Source: an optimization exercise on an open RTL-to-GDS flow (aim: small area, a short achievable clock period and few clock cycles per item). Production flows keep margins and buffers that such runs may drop. Only simulation tests tie the RTL to the original design; equivalence was not proved.

## flow/design.v (module list and top-level ports; edited modules follow where they fit)
// module barrett_lane: 1240 lines
// module mm_add: 29 lines
// module mm_ge: 26 lines
// module mulmod_lanes_pipe: 90 lines
module mulmod_lanes_pipe
#(
  parameter int DATA_WIDTH = 14,
  parameter int LANES      = 4,
  parameter int TAG_WIDTH  = 8
) (
  input  logic                        clk,
  input  logic                        rst,
  input  logic                        cfg_we,
  input  logic [DATA_WIDTH-1:0]       cfg_p,
  input  logic [DATA_WIDTH:0]         cfg_mu,
  output logic                        cfg_ready,
  input  logic                        in_valid,
  output logic                        in_ready,
  input  logic [1:0]                  in_mode,
  input  logic [LANES*DATA_WIDTH-1:0] in_a,
  input  logic [LANES*DATA_WIDTH-1:0] in_b,
  input  logic [TAG_WIDTH-1:0]        in_tag,
  output logic                        out_valid,
  input  logic                        out_ready,
  output logic [LANES*DATA_WIDTH-1:0] out_res,
  output logic [TAG_WIDTH-1:0]        out_tag,
  output logic [LANES-1:0]            out_err
);
  // ...
==> flow/run.sh <==
#!/bin/bash
# synth_recipe.tcl (not shown) runs the flow's synth.tcl, then flattens the netlist and writes it again
# the make line also repeats each setting of config.mk as NAME=value (left out here)
make -C /OpenROAD-flow-scripts/flow DESIGN_CONFIG=/design/flow/config.mk WORK_HOME=/design/flow/orfs CLKGATE_MAP_FILE= SYNTH_SCRIPT=/design/flow/synth_recipe.tcl finish
==> flow/config.mk <==
export PLATFORM = sky130hd
export DESIGN_NAME = mulmod_lanes_pipe
export DESIGN_NICKNAME = mulmod_lanes_pipe
export VERILOG_FILES = /design/flow/design.v
export SDC_FILE = /design/flow/constraint.sdc
export NUM_CORES = 4
export LEC_CHECK = 0
export CAP_MARGIN = 20
export CORE_MARGIN = 2
export CORE_UTILIZATION = 50
export SETUP_SLACK_MARGIN = 5
export SLEW_MARGIN = 20
==> flow/constraint.sdc <==
create_clock -name core_clock -period 11.0 [get_ports {clk}]
set_input_delay 2.2000 -clock core_clock [delete_from_list [all_inputs] [get_ports {clk}]]
set_output_delay 2.2000 -clock core_clock [all_outputs]
set_load 0.01 [all_outputs]
==> impl.org, run 1 <==
** Setup path
- CP Class :: reg -> reg
- Top Family by Delay on Critical Path :: adder cells
- Worst Path Arrival :: 6.30 ns
- Tracing the worst setup path back leads to its startpoint at mu_q[9].

** Final layout
- For this run, the number of standard cells in the final layout without fillers is 9,414.
- Measured on the final layout, the clock distribution area share stands at 3.38%.
- Layout clock buffer count :: 93
- Largest cell class :: multi-input combinational cells
- Across the whole layout, storage elements make up 24.7% of the cell area.
- The sequential cells in the finished layout cover a total of 20,700 µm².
- For this run, the post-layout net count is 8,875.

** CTS
- Clock Pin Slew Worst Setup and Hold Paths :: 0.06 ns
- At the later pin of the worst-skew pair, clock insertion delay measures 0.73 ns.
- Gates resized during post-CTS repair numbered 16.
- Post-CTS Repair Setup Buffers :: 15
- The clock drives 692 sinks.
- Counting the buffers created by CTS gives 86.
- TritonCTS clock tree :: yes

** Drt
- In this run the top signal layer used is met4.
- Antenna-violating nets left :: 0
- Iteration-0 DRC Markers :: 8,801
- Routed wl met2 :: 110,000 µm
- Average wire length per cell after detail routing :: 25.9 µm
- Final Routed Wirelength :: 244,000 µm

** Synthesis
- Instance count of the mapped netlist :: 7,346
- By count the netlist is led by 1,147 x sky130_fd_sc_hd__inv_1, 758 x sky130_fd_sc_hd__fa_1, 687 x sky130_fd_sc_hd__edfxtp_1.
- Share of Yosys cell area claimed by the top area cell type :: 26.8%
- Cell taking the most area after synthesis :: sky130_fd_sc_hd__edfxtp_1
- Average footprint of a synthesized cell :: 10.5 µm²
- Simple-gate share of the synthesized area :: 6.50%

** Status
- The flow ran to the end and the layout has no timing, DRC or antenna violations.

** Timing
- Derived from the worst setup path, the maximum achievable clock frequency is 0.171 GHz.
- Setup skew after layout :: 0.0407 ns

** Global route
- Met1 capacity usage during global routing :: 42.2%
- Wire length of the first global-routing pass :: 366,000 µm
- The global routing stage identified its most utilized layer as met2.
- GR Layer Usage met3 :: 4.86%

** Hold path
- The worst hold path passes through 0 cells.
Testbench counts, summed over its fixed seeds: cycles 16,040, items 16,000.
==> run 2: changes to the inputs <==
==> flow/flow/run.sh (new file) <==
#!/bin/bash
set -euo pipefail
bash standard.sh SETUP_SLACK_MARGIN=5.6 finish > layout_make.log 2>&1
==> flow/standard.sh (new file) <==
#!/bin/bash
# synth_recipe.tcl (not shown) runs the flow's synth.tcl, then flattens the netlist and writes it again
# the make line also repeats each setting of config.mk as NAME=value (left out here)
make -C /OpenROAD-flow-scripts/flow DESIGN_CONFIG=/design/flow/config.mk WORK_HOME=/design/flow/orfs CLKGATE_MAP_FILE= SYNTH_SCRIPT=/design/flow/synth_recipe.tcl "${@:-finish}"
--- a/flow/config.mk
+++ b/flow/config.mk
@@ -9,4 +9,3 @@
 export CORE_MARGIN = 2
 export CORE_UTILIZATION = 50
-export SETUP_SLACK_MARGIN = 5
 export SLEW_MARGIN = 20
removed: flow/run.sh
==> impl.org, run 2 <==
** Status
- The flow ran to the end and the layout has no timing, DRC or antenna violations.

** Setup path
- Reg2Reg Launch Point :: g_lane[0].u_lane.x1_q[14]
- Crit path launch type :: register
- The worst register-to-register path ends at g_lane[0].u_lane.q2_q[12].
- Worst reg-to-reg path cell count :: 16
- Along the worst path, the maximum fanout reaches 8.
- At the worst endpoint, the required time is 11.46 ns.
- Flop-to-flop setup slack :: 5.60 ns
- CP Class :: reg -> reg
- Worst Path Arrival :: 5.87 ns (-0.43 ns)
- Kind of end point of the critical path :: register

** CTS
- The register clock-pin slew on the reported worst setup and hold paths came to 0.06 ns (about the same).
- Number of buffers on the longest clock path :: 3
- The worst-skew pair later-pin latency came to 0.71 ns (-0.02 ns).
- TritonCTS clock tree :: yes
- CTS built an H-tree with a depth of 3.
- The total clock buffers created by CTS came to 87 (+1.2%).
- The tree is rooted in a sky130_fd_sc_hd__clkbuf_16.
- The number of sinks handled by clock tree synthesis came to 692 (unchanged).

** Drt
- Avg Vias per Cell :: 6.28
- The final wirelength was 250,000 µm (+2.5%).
- Detailed-route via count :: 61,300
- Number of detailed-routing iterations run before antenna repair :: 14
- # DRC :: 0
- The detailed router's first-iteration violation count came to 9,229 (+4.9%).
- The routed length per instance was 25.6 µm (-1.1%).
- Antenna-violating nets left :: 0 (unchanged)

** Timing
- The count of final max-slew check failures is 0.
- Worst setup slack after layout :: 5.60 ns
- Worst slew slack as a fraction of its limit :: 33.6%
- Number of setup violations in the final report :: 0
- The worst clock skew on the final layout is 0.0230 ns (-0.0176 ns).
- Setup repair after global routing missed its margin :: yes
- Hold timing on the final database bottoms out at a slack of 0.410 ns.
- Setup total negative slack on the finished layout was measured at 0 ns.
- Final worst path period need :: 5.40 ns
- The final hold violation count is 0.
- Fin crit share :: 49.1%
- The maximum clock frequency was 0.185 GHz (+8.4%).
- At the pin with the least slew margin, the transition time is 0.996 ns.

** Global route
- For this run the aggregate overflow at the end of global routing stands at 0.
- The number of global-route vias before repair came to 60,000.
- All-layer global routing usage :: 30.9%
- Number of antenna violations at the first check in global routing :: 6
- Entering global routing, the biggest net connects 78 pins.
- Wire length of the first global-routing pass :: 371,000 µm (+1.3%)

** Hold path
- The path with the worst hold slack has its endpoint at g_lane[1].u_lane.xl2_q[11].
- Hold depth :: 0 (unchanged)
- The worst hold path begins at g_lane[1].u_lane.x1_q[11].
- Hold/Removal Path Class :: reg -> reg

** Synthesis
- Count of flip-flops with a built-in enable after synthesis :: 687
- Among all flip-flop cells after synthesis, the most frequent one is sky130_fd_sc_hd__edfxtp_1.
- Of all cell types, the one taking the most synthesized area is sky130_fd_sc_hd__edfxtp_1.
- In the post-synthesis netlist, the cell with the most instances is sky130_fd_sc_hd__inv_1.
- Average footprint of a synthesized cell :: 10.5 µm² (unchanged)
- Summing every instance area after synthesis gives 76,900 µm².
- YS warnings :: 18
- In this run, synthesis produced a sequential element count of 692.
- Top post-synthesis cells by count :: 1,147 x sky130_fd_sc_hd__inv_1, 758 x sky130_fd_sc_hd__fa_1, 687 x sky130_fd_sc_hd__edfxtp_1
- After synthesis, the share of flip-flops with an asynchronous set or reset is 0%.
- Top cells by area, synth :: sky130_fd_sc_hd__edfxtp_1 27%, sky130_fd_sc_hd__fa_1 20%, sky130_fd_sc_hd__ha_1 11%
- The synthesized instance count was 7,346 (unchanged).
- Sequential cells were found to cover 26.9% of the synthesized design area.
- Share of Yosys cell area claimed by the top area cell type :: 26.8% (unchanged)
- Mapped Nets :: 8,906
- In this run, distinct cell masters in the synthesized netlist total 73.

** Floorplanning
- 227 I/O pins were placed.
- From bottom edge to top edge, the die measures 396 µm.
- In this run the standard cell core region covers 152,000 µm².
- Row generation in the floorplan step produced 143 rows.
- Die area :: 157,000 µm²
- Initial Util :: 50.5%
- Horizontal extent of the die :: 396 µm

** Final layout
- Compared with the post-synthesis result, the final layout area differs by 13.9%.
- Leaving out fill and tap cells, the most frequent cells in the layout are 1,140 x sky130_fd_sc_hd__inv_1, 749 x sky130_fd_sc_hd__fa_1, 687 x sky130_fd_sc_hd__edfxtp_1.
- The area occupied by registers is 20,700 µm² (unchanged).
- Fillers :: 13,200
- The finished cells cover 87,600 µm².
- Max FFs per register :: 112
- The library cell used most frequently in the layout, excluding fill and tap cells, is sky130_fd_sc_hd__inv_1.
- Reg with most FFs :: g_lane.u_lane.x1_q
- In the final layout, the multi-input gates occupy 50,700 µm².
- Ratio of cells with drive above 1 in the final layout :: 15.6%
- Count of nets after finishing :: 9,211 (+3.8%)
- The largest registers in the layout are g_lane.u_lane.x1_q x112, g_lane.u_lane.sel0_q x84.

** Run
- Across the run, the number of max-cap violations was 0.

** Placed design
- Summing all placed instances gives a cell area of 80,700 µm².
- Routability-driven placement finished with a final weighted congestion of 0.950.
- During placement, the flow inserted port buffers numbering 226.
- Timing analysis after detailed placement gives a worst setup slack of 4.07 ns.
- Placed wire-length estimate after detailed placement :: 175,000 µm
## run 2: through the flow
step                utilization, %  cells
finish                        57.5   9753
global route                  57.5   9751
CTS                           55.7   9468
detailed placement            52.9   9194
global placement              52.9   9194
floorplan                        -   7346
## run 2: critical path: stages, from the launching register on
cell and delay (ns):
sky130_fd_sc_hd__edfxtp_1 0.77, sky130_fd_sc_hd__nand3_1 0.20, sky130_fd_sc_hd__fa_1 0.49, sky130_fd_sc_hd__fa_2 0.40, sky130_fd_sc_hd__fa_1 0.46, sky130_fd_sc_hd__fa_2 0.36, sky130_fd_sc_hd__fa_1 0.50, sky130_fd_sc_hd__inv_1 0.04
sky130_fd_sc_hd__ha_2 0.16, sky130_fd_sc_hd__a21o_1 0.17, sky130_fd_sc_hd__a21o_1 0.19, sky130_fd_sc_hd__a21o_1 0.17, sky130_fd_sc_hd__a21o_1 0.17, sky130_fd_sc_hd__a22o_1 0.23, sky130_fd_sc_hd__or4_4 0.54, sky130_fd_sc_hd__and2_4 0.16
sky130_fd_sc_hd__xor2_1 0.13
## run 2: logic make-up after synthesis
group | count (synthesis) | synth area share (%)
compound gates | 1716 | 17.2
xor+xnor | 341 | 3.88
fa+ha+maj | 1404 | 30.2
buf+inv | 1652 | 8.10
flops | 692 | 26.9
mux | 498 | 7.16
simple gates | 1043 | 6.50
## run 2: layer usage
| metal | up-vias | global-route usage (%) | wire length, µm | part of all wire [%] |
|---|---|---|---|---|
| met5 | - | 0 | 35 | 0.014 |
| met4 | 2 | 13.8 | 12800 | 5.1 |
| met3 | 693 | 5.74 | 24500 | 9.8 |
| met2 | 3521 | 48.4 | 112000 | 45 |
| met1 | 30000 | 41.7 | 100000 | 40 |
| li1 | 27100 | - | - | - |
## run 2: what timing repair did
| action | CTS | global route |
|---|---|---|
| hold buffers | 0 | 0 |
| endpoints found under the setup margin | 145 | 118 |
| buffers inserted | 112 | 280 |
| pin swaps | 5 | 46 |
| cloned | 3 | 3 |
| gates resized for setup | 93 | 103 |
## run 2: area by class of cell
cell class,instances,area share [%]
timing repair inverter,1,0.00571
antenna,2,0.00571
sequential,692,23.7
tap,2030,2.90
clock inverter,63,0.787
timing repair buffer,719,7.32
multi-input combinational,5002,57.9
inverter,1148,4.93
clock buffer,96,2.52
## run 2: worst max-delay path by stage
stage                                      startpoint                         to  slack, ns  cells after the start
after global placement                      out_ready                   in_ready       4.08                      4
after detailed placement                    out_ready                   in_ready       4.07                      4
after global routing        g_lane[2].u_lane.x1_q[21]  g_lane[2].u_lane.q2_q[13]       5.43                     19
after CTS                 g_lane[3].u_lane.sel0_q[14]  g_lane[3].u_lane.x1_q[27]       5.60                     15
after floorplan                             out_ready   g_lane[0].u_lane.a0_q[0]      -1.17                      3
final                       g_lane[0].u_lane.x1_q[14]  g_lane[0].u_lane.q2_q[12]       5.60                     16

afterwards: timing with drivers on the ports:
The results above use ideal ports. As a check the final layouts listed here were re-extracted and re-timed, cells and wires unchanged.
Step 1 sets driving cells, clkbuf_16 on the clock port and buf_2 on the other inputs (assumed; they add their load-dependent delay and slew).
Step 2, shift: input delay + t, output delay - t, t = (earliest + latest rising clock arrival at the registers) / 2. This alone moves slack from input paths to output paths.
a / b / c = ideal ports / drivers / drivers and shift; a / b = the first two.
run | shift t [ns] | setup slack, ns | worst data-port slew with drivers (ns)
run 1 | 0.791 | 5.143 / 5.143 / 4.434 | 0.10
run 2 | 0.786 | 5.595 / 5.595 / 5.040 | 0.07
After both steps every run listed still meets setup and hold. For run 1, which loses most, drivers alone change the setup slack by 0.000 ns; drivers and shift together by -0.709 ns.
